Background: an optimization exercise with open tools, aiming at small area, a short achievable clock period and few clock cycles per item. Do not read the settings as production practice. In this exercise RTL edits were held to simulation tests only and were not proved equivalent to the original. Power and IR drop assume default switching activity.

==> design.v <==
package matvec_dims_pkg;
    localparam int MAT_DIM   = 3;
    localparam int MAT_WORDS = MAT_DIM * MAT_DIM;
    localparam int JOB_WORDS = MAT_WORDS + MAT_DIM;    
    localparam int SAMPLE_W = 14;
    localparam int ACC_W    = 2 * SAMPLE_W;            
    typedef logic signed [SAMPLE_W-1:0] sample_t;
    typedef logic signed [ACC_W-1:0] acc_t;
    typedef logic [3:0] w_addr_t;                      
    typedef logic [1:0] x_addr_t;                      
    typedef logic [3:0] load_count_t;
endpackage
package matvec_ctrl_pkg;
    typedef enum logic [1:0] {
        LOAD    = 2'd0,
        ISSUE   = 2'd1,
        DRAIN   = 2'd2,
        PRESENT = 2'd3
    } seq_state_t;
    localparam int READ_LATENCY = 1;
endpackage
`timescale 1ns/1ps
module mac_unit (
    input  logic [13:0] a,        
    input  logic [6:0]  one,      
    input  logic [6:0]  two,      
    input  logic [6:0]  neg,      
    input  logic        v,        
    input  logic [27:0] acc_s,    
    input  logic [27:0] acc_c,
    output logic [27:0] s,        
    output logic [27:0] c
);
    logic pp0_0;
    logic pp0_1;
    logic pp0_2;
    logic pp0_3;
    logic pp0_4;
    logic pp0_5;
    logic pp0_6;
    logic pp0_7;
    logic pp0_8;
    logic pp0_9;
    logic pp0_10;
    logic pp0_11;
    logic pp0_12;
    logic pp0_13;
    logic pp0_14;
    logic pp1_0;
    logic pp1_1;
    logic pp1_2;
    logic pp1_3;
    logic pp1_4;
    logic pp1_5;
    logic pp1_6;
    logic pp1_7;
    logic pp1_8;
    logic pp1_9;
    logic pp1_10;
    logic pp1_11;
    logic pp1_12;
    logic pp1_13;
    logic pp1_14;
    logic pp2_0;
    logic pp2_1;
    logic pp2_2;
    logic pp2_3;
    logic pp2_4;
    logic pp2_5;
    logic pp2_6;
    logic pp2_7;
    logic pp2_8;
    logic pp2_9;
    logic pp2_10;
    logic pp2_11;
    logic pp2_12;
    logic pp2_13;
    logic pp2_14;
    logic pp3_0;
    logic pp3_1;
    logic pp3_2;
    logic pp3_3;
    logic pp3_4;
    logic pp3_5;
    logic pp3_6;
    logic pp3_7;
    logic pp3_8;
    logic pp3_9;
    logic pp3_10;
    logic pp3_11;
    logic pp3_12;
    logic pp3_13;
    logic pp3_14;
    logic pp4_0;
    logic pp4_1;
    logic pp4_2;
    logic pp4_3;
    logic pp4_4;
    logic pp4_5;
    logic pp4_6;
    logic pp4_7;
    logic pp4_8;
    logic pp4_9;
    logic pp4_10;
    logic pp4_11;
    logic pp4_12;
    logic pp4_13;
    logic pp4_14;
    logic pp5_0;
    logic pp5_1;
    logic pp5_2;
    logic pp5_3;
    logic pp5_4;
    logic pp5_5;
    logic pp5_6;
    logic pp5_7;
    logic pp5_8;
    logic pp5_9;
    logic pp5_10;
    logic pp5_11;
    logic pp5_12;
    logic pp5_13;
    logic pp5_14;
    logic pp6_0;
    logic pp6_1;
    logic pp6_2;
    logic pp6_3;
    logic pp6_4;
    logic pp6_5;
    logic pp6_6;
    logic pp6_7;
    logic pp6_8;
    logic pp6_9;
    logic pp6_10;
    logic pp6_11;
    logic pp6_12;
    logic pp6_13;
    logic pp6_14;
    logic hs0;
    logic hc0;
    logic hs1;
    logic hc1;
    logic hs2;
    logic hc2;
    logic hs3;
    logic hc3;
    logic hs4;
    logic hc4;
    logic fs5;
    logic fc5;
    logic hs6;
    logic hc6;
    logic fs7;
    logic fc7;
    logic hs8;
    logic hc8;
    logic fs9;
    logic fc9;
    logic fs10;
    logic fc10;
    logic hs11;
    logic hc11;
    logic fs12;
    logic fc12;
    logic fs13;
    logic fc13;
    logic hs14;
    logic hc14;
    logic fs15;
    logic fc15;
    logic fs16;
    logic fc16;
    logic fs17;
    logic fc17;
    logic fs18;
    logic fc18;
    logic fs19;
    logic fc19;
    logic fs20;
    logic fc20;
    logic fs21;
    logic fc21;
    logic fs22;
    logic fc22;
    logic fs23;
    logic fc23;
    logic fs24;
    logic fc24;
    logic fs25;
    logic fc25;
    logic fs26;
    logic fc26;
    logic fs27;
    logic fc27;
    logic fs28;
    logic fc28;
    logic hs29;
    logic hc29;
    logic fs30;
    logic fc30;
    logic fs31;
    logic fc31;
    logic fs32;
    logic fc32;
    logic hs33;
    logic hc33;
    logic fs34;
    logic fc34;
    logic hs35;
    logic hc35;
    logic hs36;
    logic hc36;
    logic hs37;
    logic hc37;
    logic fs38;
    logic fc38;
    logic hs39;
    logic hc39;
    logic fs40;
    logic fc40;
    logic hs41;
    logic hc41;
    logic fs42;
    logic fc42;
    logic fs43;
    logic fc43;
    logic fs44;
    logic fc44;
    logic fs45;
    logic fc45;
    logic fs46;
    logic fc46;
    logic fs47;
    logic fc47;
    logic fs48;
    logic fc48;
    logic fs49;
    logic fc49;
    logic fs50;
    logic fc50;
    logic fs51;
    logic fc51;
    logic fs52;
    logic fc52;
    logic fs53;
    logic fc53;
    logic fs54;
    logic fc54;
    logic fs55;
    logic fc55;
    logic fs56;
    logic fc56;
    logic fs57;
    logic fc57;
    logic fs58;
    logic fc58;
    logic fs59;
    logic fc59;
    logic fs60;
    logic fc60;
    logic fs61;
    logic fc61;
    logic fs62;
    logic fc62;
    logic fs63;
    logic fc63;
    logic fs64;
    logic fc64;
    logic fs65;
    logic fc65;
    logic fs66;
    logic fc66;
    logic fs67;
    logic fc67;
    logic fs68;
    logic fc68;
    logic fs69;
    logic fc69;
    logic fs70;
    logic fc70;
    logic fs71;
    logic fc71;
    logic fs72;
    logic fc72;
    logic fs73;
    logic fc73;
    logic fs74;
    logic fc74;
    logic hs75;
    logic hc75;
    logic fs76;
    logic fc76;
    logic hs77;
    logic hc77;
    logic hs78;
    logic hc78;
    logic hs79;
    logic hc79;
    logic fs80;
    logic fc80;
    logic fs81;
    logic fc81;
    logic fs82;
    logic fc82;
    logic fs83;
    logic fc83;
    logic fs84;
    logic fc84;
    logic fs85;
    logic fc85;
    logic fs86;
    logic fc86;
    logic fs87;
    logic fc87;
    logic fs88;
    logic fc88;
    logic fs89;
    logic fc89;
    logic fs90;
    logic fc90;
    logic fs91;
    logic fc91;
    logic fs92;
    logic fc92;
    logic fs93;
    logic fc93;
    logic fs94;
    logic fc94;
    logic fs95;
    logic fc95;
    logic fs96;
    logic fc96;
    logic fs97;
    logic fc97;
    logic fs98;
    logic fc98;
    logic fs99;
    logic fc99;
    logic fs100;
    logic fc100;
    logic fs101;
    logic fc101;
    logic fs102;
    logic fc102;
    logic fs103;
    logic fc103;
    logic hs104;
    logic hc104;
    logic hs105;
    logic hc105;
    logic fs106;
    logic fc106;
    logic fs107;
    logic fc107;
    logic fs108;
    logic fc108;
    logic fs109;
    logic fc109;
    logic fs110;
    logic fc110;
    logic fs111;
    logic fc111;
    logic fs112;
    logic fc112;
    logic fs113;
    logic fc113;
    logic fs114;
    logic fc114;
    logic fs115;
    logic fc115;
    logic fs116;
    logic fc116;
    logic fs117;
    logic fc117;
    logic fs118;
    logic fc118;
    logic fs119;
    logic fc119;
    logic fs120;
    logic fc120;
    logic fs121;
    logic fc121;
    logic fs122;
    logic fc122;
    logic fs123;
    logic fc123;
    logic fs124;
    logic fc124;
    logic fs125;
    logic fc125;
    logic fs126;
    logic fc126;
    logic fs127;
    logic fc127;
    logic fs128;
    logic fc128;
    logic fs129;
    logic fc129;
    logic fs130;
    logic fc130;
    logic fs131;
    logic fc131;
    logic fs132;
    logic fc132;
    assign pp0_0 = neg[0] ^ ((one[0] & a[0]) | (two[0] & 1'b0));
    assign pp0_1 = neg[0] ^ ((one[0] & a[1]) | (two[0] & a[0]));
    assign pp0_2 = neg[0] ^ ((one[0] & a[2]) | (two[0] & a[1]));
    assign pp0_3 = neg[0] ^ ((one[0] & a[3]) | (two[0] & a[2]));
    assign pp0_4 = neg[0] ^ ((one[0] & a[4]) | (two[0] & a[3]));
    assign pp0_5 = neg[0] ^ ((one[0] & a[5]) | (two[0] & a[4]));
    assign pp0_6 = neg[0] ^ ((one[0] & a[6]) | (two[0] & a[5]));
    assign pp0_7 = neg[0] ^ ((one[0] & a[7]) | (two[0] & a[6]));
    assign pp0_8 = neg[0] ^ ((one[0] & a[8]) | (two[0] & a[7]));
    assign pp0_9 = neg[0] ^ ((one[0] & a[9]) | (two[0] & a[8]));
    assign pp0_10 = neg[0] ^ ((one[0] & a[10]) | (two[0] & a[9]));
    assign pp0_11 = neg[0] ^ ((one[0] & a[11]) | (two[0] & a[10]));
    assign pp0_12 = neg[0] ^ ((one[0] & a[12]) | (two[0] & a[11]));
    assign pp0_13 = neg[0] ^ ((one[0] & a[13]) | (two[0] & a[12]));
    assign pp0_14 = v & ~(neg[0] ^ ((one[0] & a[13]) | (two[0] & a[13])));    
    assign pp1_0 = neg[1] ^ ((one[1] & a[0]) | (two[1] & 1'b0));
    assign pp1_1 = neg[1] ^ ((one[1] & a[1]) | (two[1] & a[0]));
    assign pp1_2 = neg[1] ^ ((one[1] & a[2]) | (two[1] & a[1]));
    assign pp1_3 = neg[1] ^ ((one[1] & a[3]) | (two[1] & a[2]));
    assign pp1_4 = neg[1] ^ ((one[1] & a[4]) | (two[1] & a[3]));
    assign pp1_5 = neg[1] ^ ((one[1] & a[5]) | (two[1] & a[4]));
    assign pp1_6 = neg[1] ^ ((one[1] & a[6]) | (two[1] & a[5]));
    assign pp1_7 = neg[1] ^ ((one[1] & a[7]) | (two[1] & a[6]));
    assign pp1_8 = neg[1] ^ ((one[1] & a[8]) | (two[1] & a[7]));
    assign pp1_9 = neg[1] ^ ((one[1] & a[9]) | (two[1] & a[8]));
    assign pp1_10 = neg[1] ^ ((one[1] & a[10]) | (two[1] & a[9]));
    assign pp1_11 = neg[1] ^ ((one[1] & a[11]) | (two[1] & a[10]));
    assign pp1_12 = neg[1] ^ ((one[1] & a[12]) | (two[1] & a[11]));
    assign pp1_13 = neg[1] ^ ((one[1] & a[13]) | (two[1] & a[12]));
    assign pp1_14 = v & ~(neg[1] ^ ((one[1] & a[13]) | (two[1] & a[13])));    
    assign pp2_0 = neg[2] ^ ((one[2] & a[0]) | (two[2] & 1'b0));
    assign pp2_1 = neg[2] ^ ((one[2] & a[1]) | (two[2] & a[0]));
    assign pp2_2 = neg[2] ^ ((one[2] & a[2]) | (two[2] & a[1]));
    assign pp2_3 = neg[2] ^ ((one[2] & a[3]) | (two[2] & a[2]));
    assign pp2_4 = neg[2] ^ ((one[2] & a[4]) | (two[2] & a[3]));
    assign pp2_5 = neg[2] ^ ((one[2] & a[5]) | (two[2] & a[4]));
    assign pp2_6 = neg[2] ^ ((one[2] & a[6]) | (two[2] & a[5]));
    assign pp2_7 = neg[2] ^ ((one[2] & a[7]) | (two[2] & a[6]));
    assign pp2_8 = neg[2] ^ ((one[2] & a[8]) | (two[2] & a[7]));
    assign pp2_9 = neg[2] ^ ((one[2] & a[9]) | (two[2] & a[8]));
    assign pp2_10 = neg[2] ^ ((one[2] & a[10]) | (two[2] & a[9]));
    assign pp2_11 = neg[2] ^ ((one[2] & a[11]) | (two[2] & a[10]));
    assign pp2_12 = neg[2] ^ ((one[2] & a[12]) | (two[2] & a[11]));
    assign pp2_13 = neg[2] ^ ((one[2] & a[13]) | (two[2] & a[12]));
    assign pp2_14 = v & ~(neg[2] ^ ((one[2] & a[13]) | (two[2] & a[13])));    
    assign pp3_0 = neg[3] ^ ((one[3] & a[0]) | (two[3] & 1'b0));
    assign pp3_1 = neg[3] ^ ((one[3] & a[1]) | (two[3] & a[0]));
    assign pp3_2 = neg[3] ^ ((one[3] & a[2]) | (two[3] & a[1]));
    assign pp3_3 = neg[3] ^ ((one[3] & a[3]) | (two[3] & a[2]));
    assign pp3_4 = neg[3] ^ ((one[3] & a[4]) | (two[3] & a[3]));
    assign pp3_5 = neg[3] ^ ((one[3] & a[5]) | (two[3] & a[4]));
    assign pp3_6 = neg[3] ^ ((one[3] & a[6]) | (two[3] & a[5]));
    assign pp3_7 = neg[3] ^ ((one[3] & a[7]) | (two[3] & a[6]));
    assign pp3_8 = neg[3] ^ ((one[3] & a[8]) | (two[3] & a[7]));
    assign pp3_9 = neg[3] ^ ((one[3] & a[9]) | (two[3] & a[8]));
    assign pp3_10 = neg[3] ^ ((one[3] & a[10]) | (two[3] & a[9]));
    assign pp3_11 = neg[3] ^ ((one[3] & a[11]) | (two[3] & a[10]));
    assign pp3_12 = neg[3] ^ ((one[3] & a[12]) | (two[3] & a[11]));
    assign pp3_13 = neg[3] ^ ((one[3] & a[13]) | (two[3] & a[12]));
    assign pp3_14 = v & ~(neg[3] ^ ((one[3] & a[13]) | (two[3] & a[13])));    
    assign pp4_0 = neg[4] ^ ((one[4] & a[0]) | (two[4] & 1'b0));
    assign pp4_1 = neg[4] ^ ((one[4] & a[1]) | (two[4] & a[0]));
    assign pp4_2 = neg[4] ^ ((one[4] & a[2]) | (two[4] & a[1]));
    assign pp4_3 = neg[4] ^ ((one[4] & a[3]) | (two[4] & a[2]));
    assign pp4_4 = neg[4] ^ ((one[4] & a[4]) | (two[4] & a[3]));
    assign pp4_5 = neg[4] ^ ((one[4] & a[5]) | (two[4] & a[4]));
    assign pp4_6 = neg[4] ^ ((one[4] & a[6]) | (two[4] & a[5]));
    assign pp4_7 = neg[4] ^ ((one[4] & a[7]) | (two[4] & a[6]));
    assign pp4_8 = neg[4] ^ ((one[4] & a[8]) | (two[4] & a[7]));
    assign pp4_9 = neg[4] ^ ((one[4] & a[9]) | (two[4] & a[8]));
    assign pp4_10 = neg[4] ^ ((one[4] & a[10]) | (two[4] & a[9]));
    assign pp4_11 = neg[4] ^ ((one[4] & a[11]) | (two[4] & a[10]));
    assign pp4_12 = neg[4] ^ ((one[4] & a[12]) | (two[4] & a[11]));
    assign pp4_13 = neg[4] ^ ((one[4] & a[13]) | (two[4] & a[12]));
    assign pp4_14 = v & ~(neg[4] ^ ((one[4] & a[13]) | (two[4] & a[13])));    
    assign pp5_0 = neg[5] ^ ((one[5] & a[0]) | (two[5] & 1'b0));
    assign pp5_1 = neg[5] ^ ((one[5] & a[1]) | (two[5] & a[0]));
    assign pp5_2 = neg[5] ^ ((one[5] & a[2]) | (two[5] & a[1]));
    assign pp5_3 = neg[5] ^ ((one[5] & a[3]) | (two[5] & a[2]));
    assign pp5_4 = neg[5] ^ ((one[5] & a[4]) | (two[5] & a[3]));
    assign pp5_5 = neg[5] ^ ((one[5] & a[5]) | (two[5] & a[4]));
    assign pp5_6 = neg[5] ^ ((one[5] & a[6]) | (two[5] & a[5]));
    assign pp5_7 = neg[5] ^ ((one[5] & a[7]) | (two[5] & a[6]));
    assign pp5_8 = neg[5] ^ ((one[5] & a[8]) | (two[5] & a[7]));
    assign pp5_9 = neg[5] ^ ((one[5] & a[9]) | (two[5] & a[8]));
    assign pp5_10 = neg[5] ^ ((one[5] & a[10]) | (two[5] & a[9]));
    assign pp5_11 = neg[5] ^ ((one[5] & a[11]) | (two[5] & a[10]));
    assign pp5_12 = neg[5] ^ ((one[5] & a[12]) | (two[5] & a[11]));
    assign pp5_13 = neg[5] ^ ((one[5] & a[13]) | (two[5] & a[12]));
    assign pp5_14 = v & ~(neg[5] ^ ((one[5] & a[13]) | (two[5] & a[13])));    
    assign pp6_0 = neg[6] ^ ((one[6] & a[0]) | (two[6] & 1'b0));
    assign pp6_1 = neg[6] ^ ((one[6] & a[1]) | (two[6] & a[0]));
    assign pp6_2 = neg[6] ^ ((one[6] & a[2]) | (two[6] & a[1]));
    assign pp6_3 = neg[6] ^ ((one[6] & a[3]) | (two[6] & a[2]));
    assign pp6_4 = neg[6] ^ ((one[6] & a[4]) | (two[6] & a[3]));
    assign pp6_5 = neg[6] ^ ((one[6] & a[5]) | (two[6] & a[4]));
    assign pp6_6 = neg[6] ^ ((one[6] & a[6]) | (two[6] & a[5]));
    assign pp6_7 = neg[6] ^ ((one[6] & a[7]) | (two[6] & a[6]));
    assign pp6_8 = neg[6] ^ ((one[6] & a[8]) | (two[6] & a[7]));
    assign pp6_9 = neg[6] ^ ((one[6] & a[9]) | (two[6] & a[8]));
    assign pp6_10 = neg[6] ^ ((one[6] & a[10]) | (two[6] & a[9]));
    assign pp6_11 = neg[6] ^ ((one[6] & a[11]) | (two[6] & a[10]));
    assign pp6_12 = neg[6] ^ ((one[6] & a[12]) | (two[6] & a[11]));
    assign pp6_13 = neg[6] ^ ((one[6] & a[13]) | (two[6] & a[12]));
    assign pp6_14 = v & ~(neg[6] ^ ((one[6] & a[13]) | (two[6] & a[13])));    
    assign hs0 = neg[6] ^ acc_c[12];
    assign hc0 = neg[6] & acc_c[12];
    assign hs1 = acc_c[13] ^ acc_s[13];
    assign hc1 = acc_c[13] & acc_s[13];
    assign hs2 = acc_c[14] ^ acc_s[14];
    assign hc2 = acc_c[14] & acc_s[14];
    assign hs3 = neg[3] ^ acc_c[6];
    assign hc3 = neg[3] & acc_c[6];
    assign hs4 = acc_c[7] ^ acc_s[7];
    assign hc4 = acc_c[7] & acc_s[7];
    assign fs5 = neg[4] ^ acc_c[8] ^ acc_s[8];
    assign fc5 = (neg[4] & acc_c[8]) | (neg[4] & acc_s[8]) | (acc_c[8] & acc_s[8]);
    assign hs6 = pp0_8 ^ pp1_6;
    assign hc6 = pp0_8 & pp1_6;
    assign fs7 = acc_c[9] ^ acc_s[9] ^ pp0_9;
    assign fc7 = (acc_c[9] & acc_s[9]) | (acc_c[9] & pp0_9) | (acc_s[9] & pp0_9);
    assign hs8 = pp1_7 ^ pp2_5;
    assign hc8 = pp1_7 & pp2_5;
    assign fs9 = neg[5] ^ acc_c[10] ^ acc_s[10];
    assign fc9 = (neg[5] & acc_c[10]) | (neg[5] & acc_s[10]) | (acc_c[10] & acc_s[10]);
    assign fs10 = pp0_10 ^ pp1_8 ^ pp2_6;
    assign fc10 = (pp0_10 & pp1_8) | (pp0_10 & pp2_6) | (pp1_8 & pp2_6);
    assign hs11 = pp3_4 ^ pp4_2;
    assign hc11 = pp3_4 & pp4_2;
    assign fs12 = acc_c[11] ^ acc_s[11] ^ pp0_11;
    assign fc12 = (acc_c[11] & acc_s[11]) | (acc_c[11] & pp0_11) | (acc_s[11] & pp0_11);
    assign fs13 = pp1_9 ^ pp2_7 ^ pp3_5;
    assign fc13 = (pp1_9 & pp2_7) | (pp1_9 & pp3_5) | (pp2_7 & pp3_5);
    assign hs14 = pp4_3 ^ pp5_1;
    assign hc14 = pp4_3 & pp5_1;
    assign fs15 = acc_s[12] ^ hs0 ^ pp0_12;
    assign fc15 = (acc_s[12] & hs0) | (acc_s[12] & pp0_12) | (hs0 & pp0_12);
    assign fs16 = pp1_10 ^ pp2_8 ^ pp3_6;
    assign fc16 = (pp1_10 & pp2_8) | (pp1_10 & pp3_6) | (pp2_8 & pp3_6);
    assign fs17 = pp4_4 ^ pp5_2 ^ pp6_0;
    assign fc17 = (pp4_4 & pp5_2) | (pp4_4 & pp6_0) | (pp5_2 & pp6_0);
    assign fs18 = hc0 ^ hs1 ^ pp0_13;
    assign fc18 = (hc0 & hs1) | (hc0 & pp0_13) | (hs1 & pp0_13);
    assign fs19 = pp1_11 ^ pp2_9 ^ pp3_7;
    assign fc19 = (pp1_11 & pp2_9) | (pp1_11 & pp3_7) | (pp2_9 & pp3_7);
    assign fs20 = pp4_5 ^ pp5_3 ^ pp6_1;
    assign fc20 = (pp4_5 & pp5_3) | (pp4_5 & pp6_1) | (pp5_3 & pp6_1);
    assign fs21 = hc1 ^ hs2 ^ pp0_14;
    assign fc21 = (hc1 & hs2) | (hc1 & pp0_14) | (hs2 & pp0_14);
    assign fs22 = pp1_12 ^ pp2_10 ^ pp3_8;
    assign fc22 = (pp1_12 & pp2_10) | (pp1_12 & pp3_8) | (pp2_10 & pp3_8);
    assign fs23 = pp4_6 ^ pp5_4 ^ pp6_2;
    assign fc23 = (pp4_6 & pp5_4) | (pp4_6 & pp6_2) | (pp5_4 & pp6_2);
    assign fs24 = acc_c[15] ^ acc_s[15] ^ hc2;
    assign fc24 = (acc_c[15] & acc_s[15]) | (acc_c[15] & hc2) | (acc_s[15] & hc2);
    assign fs25 = pp1_13 ^ pp2_11 ^ pp3_9;
    assign fc25 = (pp1_13 & pp2_11) | (pp1_13 & pp3_9) | (pp2_11 & pp3_9);
    assign fs26 = pp4_7 ^ pp5_5 ^ pp6_3;
    assign fc26 = (pp4_7 & pp5_5) | (pp4_7 & pp6_3) | (pp5_5 & pp6_3);
    assign fs27 = acc_c[16] ^ acc_s[16] ^ pp1_14;
    assign fc27 = (acc_c[16] & acc_s[16]) | (acc_c[16] & pp1_14) | (acc_s[16] & pp1_14);
    assign fs28 = pp2_12 ^ pp3_10 ^ pp4_8;
    assign fc28 = (pp2_12 & pp3_10) | (pp2_12 & pp4_8) | (pp3_10 & pp4_8);
    assign hs29 = pp5_6 ^ pp6_4;
    assign hc29 = pp5_6 & pp6_4;
    assign fs30 = acc_c[17] ^ acc_s[17] ^ pp2_13;
    assign fc30 = (acc_c[17] & acc_s[17]) | (acc_c[17] & pp2_13) | (acc_s[17] & pp2_13);
    assign fs31 = pp3_11 ^ pp4_9 ^ pp5_7;
    assign fc31 = (pp3_11 & pp4_9) | (pp3_11 & pp5_7) | (pp4_9 & pp5_7);
    assign fs32 = acc_c[18] ^ acc_s[18] ^ pp2_14;
    assign fc32 = (acc_c[18] & acc_s[18]) | (acc_c[18] & pp2_14) | (acc_s[18] & pp2_14);
    assign hs33 = pp3_12 ^ pp4_10;
    assign hc33 = pp3_12 & pp4_10;
    assign fs34 = acc_c[19] ^ acc_s[19] ^ pp3_13;
    assign fc34 = (acc_c[19] & acc_s[19]) | (acc_c[19] & pp3_13) | (acc_s[19] & pp3_13);
    assign hs35 = acc_c[20] ^ acc_s[20];
    assign hc35 = acc_c[20] & acc_s[20];
    assign hs36 = neg[1] ^ acc_c[2];
    assign hc36 = neg[1] & acc_c[2];
    assign hs37 = acc_c[3] ^ acc_s[3];
    assign hc37 = acc_c[3] & acc_s[3];
    assign fs38 = neg[2] ^ acc_c[4] ^ acc_s[4];
    assign fc38 = (neg[2] & acc_c[4]) | (neg[2] & acc_s[4]) | (acc_c[4] & acc_s[4]);
    assign hs39 = pp0_4 ^ pp1_2;
    assign hc39 = pp0_4 & pp1_2;
    assign fs40 = acc_c[5] ^ acc_s[5] ^ pp0_5;
    assign fc40 = (acc_c[5] & acc_s[5]) | (acc_c[5] & pp0_5) | (acc_s[5] & pp0_5);
    assign hs41 = pp1_3 ^ pp2_1;
    assign hc41 = pp1_3 & pp2_1;
    assign fs42 = acc_s[6] ^ hs3 ^ pp0_6;
    assign fc42 = (acc_s[6] & hs3) | (acc_s[6] & pp0_6) | (hs3 & pp0_6);
    assign fs43 = pp1_4 ^ pp2_2 ^ pp3_0;
    assign fc43 = (pp1_4 & pp2_2) | (pp1_4 & pp3_0) | (pp2_2 & pp3_0);
    assign fs44 = hc3 ^ hs4 ^ pp0_7;
    assign fc44 = (hc3 & hs4) | (hc3 & pp0_7) | (hs4 & pp0_7);
    assign fs45 = pp1_5 ^ pp2_3 ^ pp3_1;
    assign fc45 = (pp1_5 & pp2_3) | (pp1_5 & pp3_1) | (pp2_3 & pp3_1);
    assign fs46 = hc4 ^ pp2_4 ^ pp3_2;
    assign fc46 = (hc4 & pp2_4) | (hc4 & pp3_2) | (pp2_4 & pp3_2);
    assign fs47 = pp4_0 ^ fs5 ^ hs6;
    assign fc47 = (pp4_0 & fs5) | (pp4_0 & hs6) | (fs5 & hs6);
    assign fs48 = pp3_3 ^ pp4_1 ^ fc5;
    assign fc48 = (pp3_3 & pp4_1) | (pp3_3 & fc5) | (pp4_1 & fc5);
    assign fs49 = hc6 ^ hs8 ^ fs7;
    assign fc49 = (hc6 & hs8) | (hc6 & fs7) | (hs8 & fs7);
    assign fs50 = pp5_0 ^ fs9 ^ hc8;
    assign fc50 = (pp5_0 & fs9) | (pp5_0 & hc8) | (fs9 & hc8);
    assign fs51 = hs11 ^ fc7 ^ fs10;
    assign fc51 = (hs11 & fc7) | (hs11 & fs10) | (fc7 & fs10);
    assign fs52 = fc9 ^ hc11 ^ hs14;
    assign fc52 = (fc9 & hc11) | (fc9 & hs14) | (hc11 & hs14);
    assign fs53 = fc10 ^ fs12 ^ fs13;
    assign fc53 = (fc10 & fs12) | (fc10 & fs13) | (fs12 & fs13);
    assign fs54 = hc14 ^ fc12 ^ fc13;
    assign fc54 = (hc14 & fc12) | (hc14 & fc13) | (fc12 & fc13);
    assign fs55 = fs15 ^ fs16 ^ fs17;
    assign fc55 = (fs15 & fs16) | (fs15 & fs17) | (fs16 & fs17);
    assign fs56 = fc15 ^ fc16 ^ fc17;
    assign fc56 = (fc15 & fc16) | (fc15 & fc17) | (fc16 & fc17);
    assign fs57 = fs18 ^ fs19 ^ fs20;
    assign fc57 = (fs18 & fs19) | (fs18 & fs20) | (fs19 & fs20);
    assign fs58 = fc18 ^ fc19 ^ fc20;
    assign fc58 = (fc18 & fc19) | (fc18 & fc20) | (fc19 & fc20);
    assign fs59 = fs21 ^ fs22 ^ fs23;
    assign fc59 = (fs21 & fs22) | (fs21 & fs23) | (fs22 & fs23);
    assign fs60 = fc21 ^ fc22 ^ fc23;
    assign fc60 = (fc21 & fc22) | (fc21 & fc23) | (fc22 & fc23);
    assign fs61 = fs24 ^ fs25 ^ fs26;
    assign fc61 = (fs24 & fs25) | (fs24 & fs26) | (fs25 & fs26);
    assign fs62 = hs29 ^ fc24 ^ fc25;
    assign fc62 = (hs29 & fc24) | (hs29 & fc25) | (fc24 & fc25);
    assign fs63 = fc26 ^ fs27 ^ fs28;
    assign fc63 = (fc26 & fs27) | (fc26 & fs28) | (fs27 & fs28);
    assign fs64 = pp6_5 ^ hc29 ^ fc27;
    assign fc64 = (pp6_5 & hc29) | (pp6_5 & fc27) | (hc29 & fc27);
    assign fs65 = fc28 ^ fs30 ^ fs31;
    assign fc65 = (fc28 & fs30) | (fc28 & fs31) | (fs30 & fs31);
    assign fs66 = pp5_8 ^ pp6_6 ^ hs33;
    assign fc66 = (pp5_8 & pp6_6) | (pp5_8 & hs33) | (pp6_6 & hs33);
    assign fs67 = fc30 ^ fc31 ^ fs32;
    assign fc67 = (fc30 & fc31) | (fc30 & fs32) | (fc31 & fs32);
    assign fs68 = pp4_11 ^ pp5_9 ^ pp6_7;
    assign fc68 = (pp4_11 & pp5_9) | (pp4_11 & pp6_7) | (pp5_9 & pp6_7);
    assign fs69 = hc33 ^ fc32 ^ fs34;
    assign fc69 = (hc33 & fc32) | (hc33 & fs34) | (fc32 & fs34);
    assign fs70 = hs35 ^ pp3_14 ^ pp4_12;
    assign fc70 = (hs35 & pp3_14) | (hs35 & pp4_12) | (pp3_14 & pp4_12);
    assign fs71 = pp5_10 ^ pp6_8 ^ fc34;
    assign fc71 = (pp5_10 & pp6_8) | (pp5_10 & fc34) | (pp6_8 & fc34);
    assign fs72 = acc_c[21] ^ acc_s[21] ^ hc35;
    assign fc72 = (acc_c[21] & acc_s[21]) | (acc_c[21] & hc35) | (acc_s[21] & hc35);
    assign fs73 = pp4_13 ^ pp5_11 ^ pp6_9;
    assign fc73 = (pp4_13 & pp5_11) | (pp4_13 & pp6_9) | (pp5_11 & pp6_9);
    assign fs74 = acc_c[22] ^ acc_s[22] ^ pp4_14;
    assign fc74 = (acc_c[22] & acc_s[22]) | (acc_c[22] & pp4_14) | (acc_s[22] & pp4_14);
    assign hs75 = pp5_12 ^ pp6_10;
    assign hc75 = pp5_12 & pp6_10;
    assign fs76 = acc_c[23] ^ acc_s[23] ^ pp5_13;
    assign fc76 = (acc_c[23] & acc_s[23]) | (acc_c[23] & pp5_13) | (acc_s[23] & pp5_13);
    assign hs77 = acc_c[24] ^ acc_s[24];
    assign hc77 = acc_c[24] & acc_s[24];
    assign hs78 = neg[0] ^ acc_c[0];
    assign hc78 = neg[0] & acc_c[0];
    assign hs79 = acc_c[1] ^ acc_s[1];
    assign hc79 = acc_c[1] & acc_s[1];
    assign fs80 = acc_s[2] ^ hs36 ^ pp0_2;
    assign fc80 = (acc_s[2] & hs36) | (acc_s[2] & pp0_2) | (hs36 & pp0_2);
    assign fs81 = hc36 ^ hs37 ^ pp0_3;
    assign fc81 = (hc36 & hs37) | (hc36 & pp0_3) | (hs37 & pp0_3);
    assign fs82 = hc37 ^ pp2_0 ^ fs38;
    assign fc82 = (hc37 & pp2_0) | (hc37 & fs38) | (pp2_0 & fs38);
    assign fs83 = fc38 ^ hc39 ^ hs41;
    assign fc83 = (fc38 & hc39) | (fc38 & hs41) | (hc39 & hs41);
    assign fs84 = hc41 ^ fc40 ^ fs42;
    assign fc84 = (hc41 & fc40) | (hc41 & fs42) | (fc40 & fs42);
    assign fs85 = fc42 ^ fc43 ^ fs44;
    assign fc85 = (fc42 & fc43) | (fc42 & fs44) | (fc43 & fs44);
    assign fs86 = fc44 ^ fc45 ^ fs46;
    assign fc86 = (fc44 & fc45) | (fc44 & fs46) | (fc45 & fs46);
    assign fs87 = fc46 ^ fs48 ^ fc47;
    assign fc87 = (fc46 & fs48) | (fc46 & fc47) | (fs48 & fc47);
    assign fs88 = fc48 ^ fs50 ^ fc49;
    assign fc88 = (fc48 & fs50) | (fc48 & fc49) | (fs50 & fc49);
    assign fs89 = fc50 ^ fs52 ^ fc51;
    assign fc89 = (fc50 & fs52) | (fc50 & fc51) | (fs52 & fc51);
    assign fs90 = fc52 ^ fc53 ^ fs54;
    assign fc90 = (fc52 & fc53) | (fc52 & fs54) | (fc53 & fs54);
    assign fs91 = fc54 ^ fc55 ^ fs56;
    assign fc91 = (fc54 & fc55) | (fc54 & fs56) | (fc55 & fs56);
    assign fs92 = fc56 ^ fc57 ^ fs58;
    assign fc92 = (fc56 & fc57) | (fc56 & fs58) | (fc57 & fs58);
    assign fs93 = fc58 ^ fc59 ^ fs60;
    assign fc93 = (fc58 & fc59) | (fc58 & fs60) | (fc59 & fs60);
    assign fs94 = fc60 ^ fc61 ^ fs62;
    assign fc94 = (fc60 & fc61) | (fc60 & fs62) | (fc61 & fs62);
    assign fs95 = fc62 ^ fc63 ^ fs64;
    assign fc95 = (fc62 & fc63) | (fc62 & fs64) | (fc63 & fs64);
    assign fs96 = fs66 ^ fc64 ^ fc65;
    assign fc96 = (fs66 & fc64) | (fs66 & fc65) | (fc64 & fc65);
    assign fs97 = fs68 ^ fc66 ^ fc67;
    assign fc97 = (fs68 & fc66) | (fs68 & fc67) | (fc66 & fc67);
    assign fs98 = fc68 ^ fs70 ^ fc69;
    assign fc98 = (fc68 & fs70) | (fc68 & fc69) | (fs70 & fc69);
    assign fs99 = fc70 ^ fs72 ^ fs73;
    assign fc99 = (fc70 & fs72) | (fc70 & fs73) | (fs72 & fs73);
    assign fs100 = hs75 ^ fc72 ^ fc73;
    assign fc100 = (hs75 & fc72) | (hs75 & fc73) | (fc72 & fc73);
    assign fs101 = pp6_11 ^ hc75 ^ fc74;
    assign fc101 = (pp6_11 & hc75) | (pp6_11 & fc74) | (hc75 & fc74);
    assign fs102 = hs77 ^ pp5_14 ^ pp6_12;
    assign fc102 = (hs77 & pp5_14) | (hs77 & pp6_12) | (pp5_14 & pp6_12);
    assign fs103 = acc_c[25] ^ acc_s[25] ^ hc77;
    assign fc103 = (acc_c[25] & acc_s[25]) | (acc_c[25] & hc77) | (acc_s[25] & hc77);
    assign hs104 = acc_c[26] ^ acc_s[26];
    assign hc104 = acc_c[26] & acc_s[26];
    assign hs105 = acc_s[0] ^ hs78;
    assign hc105 = acc_s[0] & hs78;
    assign fs106 = hc78 ^ hs79 ^ pp0_1;
    assign fc106 = (hc78 & hs79) | (hc78 & pp0_1) | (hs79 & pp0_1);
    assign fs107 = hc79 ^ pp1_0 ^ fs80;
    assign fc107 = (hc79 & pp1_0) | (hc79 & fs80) | (pp1_0 & fs80);
    assign fs108 = pp1_1 ^ fc80 ^ fs81;
    assign fc108 = (pp1_1 & fc80) | (pp1_1 & fs81) | (fc80 & fs81);
    assign fs109 = hs39 ^ fc81 ^ fs82;
    assign fc109 = (hs39 & fc81) | (hs39 & fs82) | (fc81 & fs82);
    assign fs110 = fs40 ^ fc82 ^ fs83;
    assign fc110 = (fs40 & fc82) | (fs40 & fs83) | (fc82 & fs83);
    assign fs111 = fs43 ^ fc83 ^ fs84;
    assign fc111 = (fs43 & fc83) | (fs43 & fs84) | (fc83 & fs84);
    assign fs112 = fs45 ^ fc84 ^ fs85;
    assign fc112 = (fs45 & fc84) | (fs45 & fs85) | (fc84 & fs85);
    assign fs113 = fs47 ^ fc85 ^ fs86;
    assign fc113 = (fs47 & fc85) | (fs47 & fs86) | (fc85 & fs86);
    assign fs114 = fc86 ^ fs49 ^ fs87;
    assign fc114 = (fc86 & fs49) | (fc86 & fs87) | (fs49 & fs87);
    assign fs115 = fs51 ^ fc87 ^ fs88;
    assign fc115 = (fs51 & fc87) | (fs51 & fs88) | (fc87 & fs88);
    assign fs116 = fs53 ^ fc88 ^ fs89;
    assign fc116 = (fs53 & fc88) | (fs53 & fs89) | (fc88 & fs89);
    assign fs117 = fs55 ^ fc89 ^ fs90;
    assign fc117 = (fs55 & fc89) | (fs55 & fs90) | (fc89 & fs90);
    assign fs118 = fs57 ^ fc90 ^ fs91;
    assign fc118 = (fs57 & fc90) | (fs57 & fs91) | (fc90 & fs91);
    assign fs119 = fs59 ^ fc91 ^ fs92;
    assign fc119 = (fs59 & fc91) | (fs59 & fs92) | (fc91 & fs92);
    assign fs120 = fs61 ^ fc92 ^ fs93;
    assign fc120 = (fs61 & fc92) | (fs61 & fs93) | (fc92 & fs93);
    assign fs121 = fs63 ^ fc93 ^ fs94;
    assign fc121 = (fs63 & fc93) | (fs63 & fs94) | (fc93 & fs94);
    assign fs122 = fs65 ^ fc94 ^ fs95;
    assign fc122 = (fs65 & fc94) | (fs65 & fs95) | (fc94 & fs95);
    assign fs123 = fs67 ^ fc95 ^ fs96;
    assign fc123 = (fs67 & fc95) | (fs67 & fs96) | (fc95 & fs96);
    assign fs124 = fs69 ^ fc96 ^ fs97;
    assign fc124 = (fs69 & fc96) | (fs69 & fs97) | (fc96 & fs97);
    assign fs125 = fs71 ^ fc97 ^ fs98;
    assign fc125 = (fs71 & fc97) | (fs71 & fs98) | (fc97 & fs98);
    assign fs126 = fc71 ^ fs99 ^ fc98;
    assign fc126 = (fc71 & fs99) | (fc71 & fc98) | (fs99 & fc98);
    assign fs127 = fs74 ^ fc99 ^ fs100;
    assign fc127 = (fs74 & fc99) | (fs74 & fs100) | (fc99 & fs100);
    assign fs128 = fs76 ^ fc100 ^ fs101;
    assign fc128 = (fs76 & fc100) | (fs76 & fs101) | (fc100 & fs101);
    assign fs129 = fc76 ^ fs102 ^ fc101;
    assign fc129 = (fc76 & fs102) | (fc76 & fc101) | (fs102 & fc101);
    assign fs130 = pp6_13 ^ fc102 ^ fs103;
    assign fc130 = (pp6_13 & fc102) | (pp6_13 & fs103) | (fc102 & fs103);
    assign fs131 = hs104 ^ pp6_14 ^ fc103;
    assign fc131 = (hs104 & pp6_14) | (hs104 & fc103) | (pp6_14 & fc103);
    assign fs132 = acc_c[27] ^ acc_s[27] ^ hc104;
    assign fc132 = (acc_c[27] & acc_s[27]) | (acc_c[27] & hc104) | (acc_s[27] & hc104);
    assign s[0] = pp0_0;
    assign c[0] = hs105;
    assign s[1] = hc105;
    assign c[1] = fs106;
    assign s[2] = fc106;
    assign c[2] = fs107;
    assign s[3] = fc107;
    assign c[3] = fs108;
    assign s[4] = fc108;
    assign c[4] = fs109;
    assign s[5] = fc109;
    assign c[5] = fs110;
    assign s[6] = fc110;
    assign c[6] = fs111;
    assign s[7] = fc111;
    assign c[7] = fs112;
    assign s[8] = fc112;
    assign c[8] = fs113;
    assign s[9] = fc113;
    assign c[9] = fs114;
    assign s[10] = fc114;
    assign c[10] = fs115;
    assign s[11] = fc115;
    assign c[11] = fs116;
    assign s[12] = fc116;
    assign c[12] = fs117;
    assign s[13] = fc117;
    assign c[13] = fs118;
    assign s[14] = fc118;
    assign c[14] = fs119;
    assign s[15] = fc119;
    assign c[15] = fs120;
    assign s[16] = fc120;
    assign c[16] = fs121;
    assign s[17] = fc121;
    assign c[17] = fs122;
    assign s[18] = fc122;
    assign c[18] = fs123;
    assign s[19] = fc123;
    assign c[19] = fs124;
    assign s[20] = fc124;
    assign c[20] = fs125;
    assign s[21] = fc125;
    assign c[21] = fs126;
    assign s[22] = fs127;
    assign c[22] = fc126;
    assign s[23] = fc127;
    assign c[23] = fs128;
    assign s[24] = fc128;
    assign c[24] = fs129;
    assign s[25] = fs130;
    assign c[25] = fc129;
    assign s[26] = fc130;
    assign c[26] = fs131;
    assign s[27] = fs132;
    assign c[27] = fc131;
endmodule
`timescale 1ns/1ps
module matvec3 (
    input  logic                     clk,
    input  logic                     reset,
    input  logic                     input_valid,
    output logic                     input_ready,
    input  matvec_dims_pkg::sample_t input_data,
    output logic                     output_valid,
    input  logic                     output_ready,
    output matvec_dims_pkg::acc_t    output_data
);
    typedef matvec_dims_pkg::sample_t sample_t;
    typedef matvec_dims_pkg::acc_t    acc_t;
    logic [3:0]  ph;
    sample_t     ring [0:11];
    logic [3:0]  lp;             
    logic        ahead;          
    logic [1:0]  cr, ck;         
    logic [3:0]  cp;             
    logic        due;            
    logic [2:0]  xv;             
    logic        ready_q;
    logic [6:0]  one_q, two_q, neg_q;    
    logic        m_v, m_first, m_last;
    acc_t        acc_s, acc_c;   
    acc_t        sum_s, sum_c;
    logic        acc_done;       
    acc_t        out_q;
    logic        out_v;
    logic        in_fire;
    logic        issue;
    logic        transfer;
    assign input_ready  = ready_q;
    assign output_valid = out_v;
    assign output_data  = out_q;
    assign in_fire  = input_valid && ready_q;
    assign transfer = acc_done && !out_v;
    assign issue = due && xv[ck] && ((ck != 2'd0) || !out_v);
    logic [3:0] ph_n;
    logic [1:0] cr_i, ck_i;
    logic [3:0] cp_i;
    logic       last_p;          
    logic [3:0] lp_inc;
    logic       due_i, due_ni;
    logic       rdy_f_i, rdy_f_ni, rdy_nf_i, rdy_nf_ni;
    function automatic logic slot_free(input logic ahd, input logic [3:0] w, input logic [3:0] c);
        if (!ahd)
            slot_free = 1'b1;
        else if (w < 4'd9)
            slot_free = (c > w);
        else
            slot_free = (c > w - 4'd3);
    endfunction
    always_comb begin
        ph_n   = (ph == 4'd11) ? 4'd0 : ph + 4'd1;
        last_p = (cp == 4'd8);
        cp_i   = last_p ? 4'd0 : cp + 4'd1;
        ck_i   = (ck == 2'd2) ? 2'd0 : ck + 2'd1;
        cr_i   = (ck != 2'd2) ? cr : ((cr == 2'd2) ? 2'd0 : cr + 2'd1);
        due_i  = !last_p;
        due_ni = (ph == ((cp >= 4'd3) ? cp - 4'd3 : cp + 4'd9));
        lp_inc = (lp == 4'd11) ? 4'd0 : lp + 4'd1;
        rdy_f_i   = slot_free((lp == 4'd11) ? 1'b1 : (last_p ? 1'b0 : ahead), lp_inc, cp_i);
        rdy_f_ni  = slot_free((lp == 4'd11) ? 1'b1 : ahead, lp_inc, cp);
        rdy_nf_i  = (ph_n == lp) && slot_free(last_p ? 1'b0 : ahead, lp, cp_i);
        rdy_nf_ni = (ph_n == lp) && slot_free(ahead, lp, cp);
    end
    always_ff @(posedge clk) begin
        if (reset) begin
            ph       <= 4'd0;
            lp       <= '0;
            ahead    <= 1'b0;
            cr       <= '0;
            ck       <= '0;
            cp       <= '0;
            due      <= 1'b0;
            xv       <= '0;
            ready_q  <= 1'b1;
            m_v      <= 1'b0;
            acc_done <= 1'b0;
            out_v    <= 1'b0;
        end else begin
            ph <= ph_n;
            if (in_fire) begin
                lp <= lp_inc;
                ready_q <= issue ? rdy_f_i : rdy_f_ni;
            end else begin
                ready_q <= issue ? rdy_nf_i : rdy_nf_ni;
            end
            if (in_fire && lp == 4'd11)
                ahead <= 1'b1;
            else if (issue && last_p)
                ahead <= 1'b0;
            if (issue) begin
                cr <= cr_i;
                ck <= ck_i;
                cp <= cp_i;
            end
            due <= issue ? due_i : due_ni;
            for (int k = 0; k < 3; k++) begin
                if (in_fire && ph == 4'(9 + k))
                    xv[k] <= 1'b1;
                else if (issue && cr == 2'd2 && ck == 2'(k))
                    xv[k] <= 1'b0;
            end
            m_v <= issue;
            if (m_v && m_last)
                acc_done <= 1'b1;
            else if (transfer)
                acc_done <= 1'b0;
            if (transfer)
                out_v <= 1'b1;
            else if (output_ready)
                out_v <= 1'b0;
        end
    end
    sample_t    x_op;
    logic [6:0] x_lo;            
    always_comb begin
        case (cr)
            2'd0:    x_op = ring[0];
            2'd1:    x_op = ring[3];
            default: x_op = ring[6];
        endcase
    end
    assign x_lo = {x_op[11], x_op[9], x_op[7], x_op[5], x_op[3], x_op[1], 1'b0};
    always_ff @(posedge clk) begin
        ring[0] <= in_fire ? input_data : ring[11];
        for (int i = 1; i < 12; i++)
            ring[i] <= ring[i-1];
        for (int i = 0; i < 7; i++) begin
            one_q[i] <= issue && (x_op[2*i] ^ x_lo[i]);
            two_q[i] <= issue && ((x_op[2*i+1] && !x_op[2*i] && !x_lo[i]) ||
                                  (!x_op[2*i+1] && x_op[2*i] && x_lo[i]));
            neg_q[i] <= issue && x_op[2*i+1];
        end
        m_first <= issue && (ck == 2'd0);
        m_last  <= issue && (ck == 2'd2);
        acc_s <= sum_s;
        acc_c <= sum_c;
        if (transfer)
            out_q <= acc_s + acc_c;
    end
    mac_unit mac_unit_i (
        .a     (ring[10]),
        .one   (one_q),
        .two   (two_q),
        .neg   (neg_q),
        .v     (m_v),
        .acc_s (m_first ? acc_t'(28'h0004000) : acc_s),
        .acc_c (m_first ? acc_t'(0) : acc_c),
        .s     (sum_s),
        .c     (sum_c)
    );
endmodule
==> flow/run.sh <==
#!/bin/bash
# The standard layout, with plain buffers (not delay cells) on the ports and
# timing repair aimed below the clock period.
set -euo pipefail
bash standard.sh BUFFER_PORTS_ARGS="-buffer_cell sky130_fd_sc_hd__buf_2" SETUP_SLACK_MARGIN=5.4 finish > flow_make.log 2>&1
==> standard.sh <==
#!/bin/bash
# synth_recipe.tcl (not shown) runs the flow's synth.tcl, then flattens the netlist and writes it again
# the make line also repeats each setting of config.mk as NAME=value (left out here)
make -C /OpenROAD-flow-scripts/flow DESIGN_CONFIG=/design/flow/config.mk WORK_HOME=/design/flow/orfs CLKGATE_MAP_FILE= SYNTH_SCRIPT=/design/flow/synth_recipe.tcl "${@:-finish}"
==> config.mk <==
export PLATFORM = sky130hd
export DESIGN_NAME = matvec3
export DESIGN_NICKNAME = matvec3
export VERILOG_FILES = /design/flow/design.v
export SDC_FILE = /design/flow/constraint.sdc
export NUM_CORES = 4
export LEC_CHECK = 0
export CAP_MARGIN = 20
export CORE_MARGIN = 2
export CORE_UTILIZATION = 40
export CTS_BUF_LIST = sky130_fd_sc_hd__clkbuf_8
export CTS_CLUSTER_DIAMETER = 50
export CTS_CLUSTER_SIZE = 16
export SETUP_SLACK_MARGIN = 5
export SLEW_MARGIN = 20
==> constraint.sdc <==
create_clock -name core_clock -period 8.5 [get_ports {clk}]
set_input_delay 1.7000 -clock core_clock [delete_from_list [all_inputs] [get_ports {clk}]]
set_output_delay 1.7000 -clock core_clock [all_outputs]
set_load 0.01 [all_outputs]
==> flow_summary.ini, run 1 <==
[finish]
design_area_um2 = 16600
n_antenna_cell = 0
drive_gt1_share_pct = 14.1
fill_cells = 3402
instances_no_fill = 1889
fin_util_pct = 45.1
nets = 1619
area_growth_pct = 11.1

[yosys]
synthTopCellsByCount = dfxtp_1, inv_1, fa_1
async_flop_share_pct = 0
synth_top_area_share_pct = 36.5
synth_nets = 1590
synthMuxAreaShare_pct = 2.06
avgSynthCellArea_um2 = 10.9
synth_ff_type = dfxtp_1
synth-compound-area-share_pct = 11.5
synth_top_family_by_area = adder cells
synth.most_common_cell = dfxtp_1
synth_edf_count = 28
yosysTopAreaCell = dfxtp_1
synth_area_leaders = dfxtp_1, fa_1, ha_1
synthXorXnorAreaFrac_pct = 8.63
synthesis.area_um2 = 14900
ys_seq_elements = 300
syn_inst = 1373
yosys.area_share.adder_pct = 22.4
yosysSeqAreaShare_pct = 42.2
synthSimpleGateAreaFrac_pct = 8.42
yosys_warnings = 3
synth.distinct_cells = 57

[global_routing]
antenna_found_initial = 0
grt_pass1_vias = 9627
overflow = 0
grt_pass1_wl_um = 50900
grt_max_degree = 32
grt_usage_pct = 16.5

[drt]
ant_nets = 0
dr.first_iter.drc_count = 645
drc_errors = 0
dr.pass1.iters = 6
avgRoutedWirePerCell_um = 16.3
vias_per_cell = 4.99
vias = 9429
routed_wl_um = 30800

[floorplanning]
io_pins = 48
core_area_um2 = 36700
die_h_um = 197
dieArea_um2 = 38800
core.rowCount = 70
die_w_um = 197
start_util_pct = 40.6

[pwr]
irDropWorstVdd_mv = 0.155
powerDensity_nw_per_um2 = 173
leakage_nw = 6.89

[sta]
min_period_ns = 3.01
slew-limit-headroom_pct = 29.5
hold_ws_ns = 0.326
hold_violations = 0
finalCritPeriodShare_pct = 35.4
rsz0062_at_grt = true
final-max-slew-violation-count = 0
worst_slew_pin_slew_ns = 1.06
clock_skew_ns = 0.0299
setup_viol = 0
max_freq_mhz = 332
fin_tns_setup_ns = 0

[placement]
dp.cells = 1825
placed_area_um2 = 15500
gp_congestion = 0.842
hpwlAfterDp_um = 21800
io_buffers = 47

[worst_setup_path]
cp_max_fo = 14
critPathRequiredTime_ns = 8.91
crit_path_end_kind = register
path_class = reg2reg
r2r-start = m_first
cp_data_arrival_time_ns = 3.42
r2r_end = acc_c[15]
reg2reg_depth = 9
startpoint_type = register
reg2reg_slack_ns = 5.49

[worst_hold_path]
hold_path_startpoint = ring[4][12]
hp-class = reg2reg
min_path_cells = 0
min_to = ring[5][12]

[outcome]
status = no timing/DRC/antenna violations

[clock_tree]
cts_buffers = 35
cts.clk_slew.worst_paths_ns = 0.09
ctsRootBufferMaster = clkbuf_8
cts_tree = yes
cts_max_path_buffers = 3
clk_latency_ns = 0.55
h-tree-depth = 2
clock-sinks = 300

[job]
max-cap-violations = 0
-- where the power goes --
group	internal [W]	switching, W
logic	0.0000802	0.0000901
clock network	0.000494	0.000538
registers	0.00156	0.0000982
total	0.00213	0.000726
-- sequential cells by signal, indices dropped and copies added, names as in the netlist --
register / flops
acc_c: 28
acc_done: 1
acc_s: 28
ahead: 1
ck: 2
cp: 4
cr: 2
due: 1
lp: 4
m_first: 1
m_last: 1
m_v: 1
neg_q: 7
one_q: 7
out_q: 28
out_v: 1
ph: 4
ready_q: 1
ring: 168
two_q: 7
xv: 3
-- layout make-up --
class / count / area [um2] / area share [%]
flip-flops and latches: 300 / 6410 / 38.7
repair buffers: 58 / 395 / 2.39
inverters: 123 / 462 / 2.79
well taps: 468 / 586 / 3.54
clock inverters: 18 / 188 / 1.13
clock buffers: 38 / 523 / 3.16
multi-input cells: 884 / 8000 / 48.3
-- routing by layer --
metal	global-route usage (%)	up-vias	routed length (um)
met5	0	-	0
met4	5.10	0	706
met3	2.82	58	1570
met2	25.9	235	13600
met1	23.2	4506	14900
li1	-	4630	-
-- stage by stage --
stage / power [W] / setup WS (ns)
final: 0.00286 / 5.49
after floorplan: 0.00178 / 5.40
after CTS: 0.00289 / 5.40
after global routing: 0.00299 / 5.32
after global placement: 0.00184 / 5.03
after detailed placement: 0.00185 / 5.05
-- critical path, cell delays in order (launching register included) --
cell	delay, ns
dfxtp_4	0.36
buf_12	0.14
or2_4	0.26
ha_4	0.26
inv_2	0.03
fa_2	0.36
fa_2	0.57
fa_1	0.40
inv_1	0.08
fa_1	0.40
-- worst max path at each step --
stage	from	to	slack (ns)	depth (start not counted)
3_3_place_gp	input_valid	ready_q	5.03	7
6_report	m_first	acc_c[15]	5.49	9
5_1_grt	lp[2]	ready_q	5.32	12
3_5_place_dp	input_valid	ready_q	5.05	7
2_1_floorplan	m_first	acc_c[15]	5.40	10
4_1_cts	neg_q[6]	acc_c[13]	5.40	7
-- repair_timing --
item | in CTS | in global routing
gates resized for setup | 46 | 45
hold buffers | 0 | 0
pin swaps | 2 | 5
endpoints found under the setup margin | 24 | 18
setup buffers | 2 | 3
gates cloned | 2 | 0
endpoints found under the hold margin | 0 | 0
-- cells in the final DEF, fill, tap and decap left out, types with 4 or more instances in the layout --
cell and count:
a21o_1 9, a21oi_1 70, a22oi_1 90, a31oi_1 6
and2_1 7, buf_2 47, buf_4 7, clkbuf_8 38
dfxtp_1 234, dfxtp_2 9, dfxtp_4 29, edfxtp_1 28
fa_1 106, fa_2 5, ha_1 86, inv_1 120
inv_8 5, mux2_2 14, mux2i_1 15, nand2_1 51
nand2b_1 18, nand3_1 8, nand3b_1 6, nand4_1 5
nor2_1 70, nor2b_1 53, nor3_1 11, o21a_1 7
o21ai_0 34, o21ai_1 4, o21ai_2 5, xnor2_1 92
xor2_1 54
-- kinds of logic after synthesis --
kind of cell             Yosys count
flip-flops                       300
AO/OA/AOI/OAI                    258
AND/OR/NAND/NOR                  249
adder cells (fa/ha/maj)          201
buffers and inverters            189
XOR/XNOR                         147
multiplexers                      29
Testbench counts, summed over its fixed seeds: cycles 4,688, jobs 384.
==> inputs of run 2 (changes only) <==
--- a/config.mk
+++ b/config.mk
@@ -7,9 +7,10 @@
 export LEC_CHECK = 0
 export CAP_MARGIN = 20
 export CORE_MARGIN = 2
-export CORE_UTILIZATION = 40
+export CORE_UTILIZATION = 60
 export CTS_BUF_LIST = sky130_fd_sc_hd__clkbuf_8
 export CTS_CLUSTER_DIAMETER = 50
 export CTS_CLUSTER_SIZE = 16
+export PLACE_DENSITY = 0.75
 export SETUP_SLACK_MARGIN = 5
 export SLEW_MARGIN = 20
==> run 2 against run 1 <==
Net effect:
- core utilization increased by 21 points
- cell count down 8.4%
- still clean
- sequential cell count is the same
- cell area shrank 2.7%
- fmax fell by 0.81%
- die area is 33% lower
- clock power is 17% lower
- sequential share of layout area grew 0.89 points
- global-route usage is 6.1 points higher
- sequential power about the same
- count of clock-buffer cells in the layout down 8
- critical path type unchanged
- setup slack worse by 0.025 ns
==> flow_summary.ini, run 2 <==
[outcome]
status = no timing/DRC/antenna violations

[sta]
fin_tns_setup_ns = 0
min_period_ns = 3.04
worst_slew_pin_slew_ns = 1.02
max_freq_mhz = 329
clock_skew_ns = 0.0531
final-max-slew-violation-count = 0
slew-limit-headroom_pct = 31.9
finalCritPeriodShare_pct = 35.7
setup_viol = 0
rsz0062_at_grt = true
hold_violations = 0
worst_slack_ns = 5.46

[yosys]
avgSynthCellArea_um2 = 10.9
yosys_warnings = 3
synthMuxAreaShare_pct = 2.06
synth_area_leaders = dfxtp_1, fa_1, ha_1
synthesis.area_um2 = 14900
synth-compound-area-share_pct = 11.5
synth_top_area_share_pct = 36.5
synthSimpleGateAreaFrac_pct = 8.42
async_flop_share_pct = 0
synth.distinct_cells = 57
syn_inst = 1373
synthTopCellsByCount = dfxtp_1, inv_1, fa_1
yosysTopAreaCell = dfxtp_1
synth_ff_type = dfxtp_1
synth_edf_count = 28
synthXorXnorAreaFrac_pct = 8.63
yosysSeqAreaShare_pct = 42.2
synth_top_family_by_area = adder cells
ys_seq_elements = 300
synth.most_common_cell = dfxtp_1
synth_nets = 1590
yosys.area_share.adder_pct = 22.4

[drt]
routed_wl_um = 28700
drc_errors = 0
ant_nets = 0
wl_met3_um = 1720
wl_met2_um = 13000
dr.first_iter.drc_count = 741
vias = 9484
dr.pass1.iters = 6
wl_met1_um = 13400
top_layer_used = met4
avgRoutedWirePerCell_um = 16.6
vias_per_cell = 5.48

[clock_tree]
hold_buffers = 0
cts.clk_slew.worst_paths_ns = 0.09
clk_latency_ns = 0.61
clock-sinks = 300
cts_tree = yes
cts_max_path_buffers = 3
h-tree-depth = 1
cts_buffers = 28
ctsRootBufferMaster = clkbuf_8

[global_routing]
grt_usage_pct = 22.5
grt_pass1_wl_um = 47800
antenna_found_initial = 0
grt_pass1_vias = 9488
grt_max_degree = 34
overflow = 0

[finish]
drive_gt1_share_pct = 13.0
area_growth_pct = 8.10
top_register = ring
design_area_um2 = 16100
nets = 1609
layout_commonest_cell = dfxtp_1
instances_no_fill = 1731
layout_common_cells = dfxtp_1, inv_1, fa_1
largest_reg_flops = 168

[worst_hold_path]
hold_path_startpoint = ring[2][2]
hp-class = reg2reg

[worst_setup_path]
cp_data_arrival_time_ns = 3.48
startpoint = ring[10][7]
r2r-start = ring[10][7]
cp_max_fo = 15
startpoint_type = register
crit_path_end_kind = register
path_class = reg2reg
critPathRequiredTime_ns = 8.95

[placement]
placed_area_um2 = 15300
preCtsSetupSlack_ns = 5.04
io_buffers = 47
gp_congestion = 0.902
hpwlAfterDp_um = 20800
dp.cells = 1682

[pwr]
leakage_nw = 6.78
powerDensity_nw_per_um2 = 166
irDropWorstVdd_mv = 0.231
p_total_w = 0.00267

[floorplanning]
core_area_um2 = 24400
core.rowCount = 57
io_pins = 48
die_w_um = 162
dieArea_um2 = 26100
start_util_pct = 61.1
die_h_um = 162

[job]
max-cap-violations = 0
run 2: worst paths after layout:
path / endpoint / slack, ns / cells past startpoint
worst max-delay path: acc_c[13] / 5.46 / 7
worst min-delay path: ring[3][2] / 0.30 / 0
worst max register to register: acc_c[13] / 5.46 / 7
worst min register to register: ring[3][2] / 0.30 / 0
run 2: logic make-up (layout without fill, tap and decap cells):
logic type / after synthesis / count (layout)
flip-flops: 300 / 300
AO/OA/AOI/OAI: 258 / 258
AND/OR/NAND/NOR: 249 / 249
adder cells (fa/ha/maj): 201 / 201
buffers and inverters: 189 / 222
XOR/XNOR: 147 / 147
multiplexers: 29 / 29
other: 0 / 1
run 2: final cells by class:
class	instances	area, um2
fill	1926	8270
multi-input combinational	884	7960
sequential	300	6380
inverter	123	462
clock buffer	30	413
tap	324	405
timing repair buffer	55	353
clock inverter	14	143
antenna	1	2.50
run 2: metrics by stage:
step                      util [%]  hold slack, ns
final                         66.1           0.305
after CTS                     65.7           0.283
after global routing          66.1           0.296
after floorplan                  -           0.310
after detailed placement      62.9           0.312
after global placement        62.9           0.310
run 2: power breakdown:
part	switching, W	total, W	internal [W]
Sequential	0.0000989	0.00166	0.00156
Clock	0.000505	0.000854	0.000349
Combinational	0.0000873	0.000163	0.0000758
Total	0.000691	0.00267	0.00198
run 2: what timing repair did:
| item | in CTS | in global routing |
|---|---|---|
| endpoints found under the setup margin | 22 | 19 |
| gates resized for setup | 39 | 33 |
| gates cloned | 2 | 0 |
| pin swaps | 1 | 3 |
| buffers inserted | 2 | 0 |
run 2: per-layer routing:
layer	vias to the layer above	GRT usage (%)
met3	44	3.78
met4	0	5.91
met1	4554	32.2
met2	280	35.9
met5	-	0
li1	4606	-
run 2: critical path: stages (launching register included):
cell and delay, ns:
dfxtp_2 0.56, a22oi_1 0.17, xor2_1 0.18, fa_1 0.53, fa_1 0.44, fa_1 0.51
inv_1 0.05, fa_1 0.44
==> inputs of run 3 (changes only) <==
--- a/config.mk
+++ b/config.mk
@@ -11,6 +11,5 @@
 export CTS_BUF_LIST = sky130_fd_sc_hd__clkbuf_8
 export CTS_CLUSTER_DIAMETER = 50
 export CTS_CLUSTER_SIZE = 16
-export PLACE_DENSITY = 0.75
 export SETUP_SLACK_MARGIN = 5
 export SLEW_MARGIN = 20
==> run 3 against run 2 <==
Net effect:
- still clean
- critical path type unchanged
- die area stayed put
- register-to-register slack hardly changed
- via count is 2.2% lower
- synthesized cell count stayed put
- fmax is 0.48% higher
==> flow_summary.ini, run 3 <==
[global_routing]
antenna_found_initial = 0
grt_max_degree = 37
overflow = 0
grt_pass1_wl_um = 48500
grt_pass1_vias = 9327
grt_usage_pct = 23.1

[yosys]
avgSynthCellArea_um2 = 10.9
synth_nets = 1590
synth_ff_type = dfxtp_1
synthesis.area_um2 = 14900
synth_edf_count = 28
synth.distinct_cells = 57
synthTopCellsByCount = dfxtp_1, inv_1, fa_1
async_flop_share_pct = 0
yosysSeqAreaShare_pct = 42.2
synth_area_leaders = dfxtp_1, fa_1, ha_1
synth_top_area_share_pct = 36.5
yosysTopAreaCell = dfxtp_1
yosys_warnings = 3
ys_seq_elements = 300
synth.most_common_cell = dfxtp_1
syn_inst = 1373

[drt]
routed_wl_um = 29400
vias = 9279
vias_per_cell = 5.36
drc_errors = 0
ant_nets = 0
dr.first_iter.drc_count = 659
dr.pass1.iters = 5
avgRoutedWirePerCell_um = 17.0

[clock_tree]
cts_buffers = 27
cts_max_path_buffers = 3
hold_buffers = 0
ctsRootBufferMaster = clkbuf_8
clk_latency_ns = 0.60
cts_tree = yes
clock-sinks = 300
cts.clk_slew.worst_paths_ns = 0.09
h-tree-depth = 1

[finish]
area_growth_pct = 8.03
fin_util_pct = 66.0
top_register = ring
nets = 1610
layout_commonest_cell = dfxtp_1
n_antenna_cell = 0
largest_reg_flops = 168
drive_gt1_share_pct = 12.9
layout_common_cells = dfxtp_1, inv_1, fa_1

[sta]
setup_viol = 0
fin_tns_setup_ns = 0
min_period_ns = 3.02
hold_ws_ns = 0.323
max_freq_mhz = 331
slew-limit-headroom_pct = 35.0
rsz0062_at_grt = true
clock_skew_ns = 0.0176
finalCritPeriodShare_pct = 35.6
final-max-slew-violation-count = 0
worst_slew_pin_slew_ns = 0.973
hold_violations = 0

[worst_setup_path]
reg2reg_depth = 9
startpoint_type = register
r2r-start = m_first
path_class = reg2reg
cp_data_arrival_time_ns = 3.51
crit_path_end_kind = register
cp_max_fo = 14
critPathRequiredTime_ns = 8.99
startpoint = m_first

[floorplanning]
core_area_um2 = 24400
io_pins = 48
dieArea_um2 = 26100
start_util_pct = 61.1
die_w_um = 162
die_h_um = 162
core.rowCount = 57

[pwr]
p_sw_w = 0.000673
p_comb_share_pct = 6.1
power_frac_clock_pct = 32.5
swShare_pct = 24.9
p_int_w = 0.00202
leakage_nw = 6.80
irDropWorstVdd_mv = 0.198
powerDensity_nw_per_um2 = 167
seqPwrFrac_pct = 61.4

[placement]
hpwlAfterDp_um = 21200
gp_congestion = 0.866
io_buffers = 47

[worst_hold_path]
hp-class = reg2reg
min_path_cells = 0
hold_path_startpoint = ring[9][3]

[outcome]
status = no timing/DRC/antenna violations

[job]
max-cap-violations = 0
[run 3: cell families after synthesis]
kind of cell	after synthesis	synth area share, %
compound gates	258	11.5
xor+xnor	147	8.63
fa+ha+maj	201	22.4
buf+inv	189	4.82
flops	300	42.2
mux	29	2.06
simple gates	249	8.42
[run 3: what timing repair did]
| action | 4_1_cts | 5_1_grt |
|---|---|---|
| setup buffers | 0 | 3 |
| pin swaps | 0 | 2 |
| setup endpoints to repair | 20 | 20 |
| gates cloned | 1 | 1 |
| gates resized for setup | 36 | 27 |
[run 3: routing by layer]
layer  part of all wire [%]  routed length (um)  track usage [%]  vias up
met5                      0                   0                0        -
met4                    1.8                 541             5.19        0
met3                    4.5                1330             3.17       46
met2                     45               13200             36.3      187
met1                     49               14300             34.2     4440
li1                       -                   -                -     4606
[run 3: layout make-up]
class | count | area [um2]
clock buffer | 29 | 399
clock inverter | 13 | 150
fill | 2020 | 8280
inverter | 123 | 465
multi-input combinational | 884 | 7970
sequential | 300 | 6360
tap | 324 | 405
timing repair buffer | 57 | 365
[run 3: path summary, 6_finish.rpt]
| kind | end | slack (ns) |
|---|---|---|
| worst max-delay path | acc_c[15] | 5.48 |
| worst min register to register | ring[10][3] | 0.32 |
| worst max register to register | acc_c[15] | 5.48 |
| worst min-delay path | ring[10][3] | 0.32 |
[run 3: power by group through the flow]
stage                     registers (W)  logic, W  clock network, W
after floorplan                 0.00163  0.000153                 0
after global placement          0.00168  0.000161                 0
after detailed placement        0.00169  0.000164                 0
after CTS                       0.00166  0.000165          0.000911
after global routing            0.00167  0.000190          0.000953
final                           0.00166  0.000165          0.000877
[run 3: per-stage QoR]
stage | cell area [um2] | setup slack (ns) | std cells | total power [W]
after detailed placement | 15300 | 5.02 | 1683 | 0.00185
after floorplan | 14900 | 5.40 | 1373 | 0.00178
after global placement | 15300 | 5.12 | 1683 | 0.00184
after CTS | 16000 | 5.40 | 1726 | 0.00273
final | 16100 | 5.48 | 1730 | 0.00270
after global routing | 16100 | 5.40 | 1730 | 0.00281
[run 3: worst max-delay path, cell delays in order (launching register included)]
cell and delay, ns:
dfxtp_4 0.36, buf_12 0.14, or2_2 0.29, ha_1 0.27, inv_1 0.05, fa_2 0.39, fa_2 0.54, fa_1 0.40
inv_1 0.07, fa_1 0.39

port drivers added, routing unchanged:
The results above use ideal ports. As a check the final layouts listed here were re-extracted and re-timed, cells and wires unchanged. Step 1, drivers: a clkbuf_16 drives clk and a buf_2 each remaining input, both assumed. Step 2 also shifts input and output timing later by t, the mid clock arrival at the registers, as if the neighbouring blocks saw the same clock. Three values: ideal ports, drivers, drivers and shift; two values: the first two.
run	t (ns)	slack for setup (ns)	worst setup path after step 2	worst data-port slew with drivers (ns)	pins driven straight from the clock port
run 1	0.577	5.487 / 5.487 / 5.437	input to register	0.03	1
run 2	0.624	5.462 / 5.462 / 5.023	input to register	0.03	1
run 3	0.631	5.477 / 5.477 / 5.063	input to register	0.04	1
After both steps setup and hold are still met in every run listed. For run 2, which loses most, drivers alone change the setup slack by 0.000 ns; drivers and shift together by -0.439 ns.
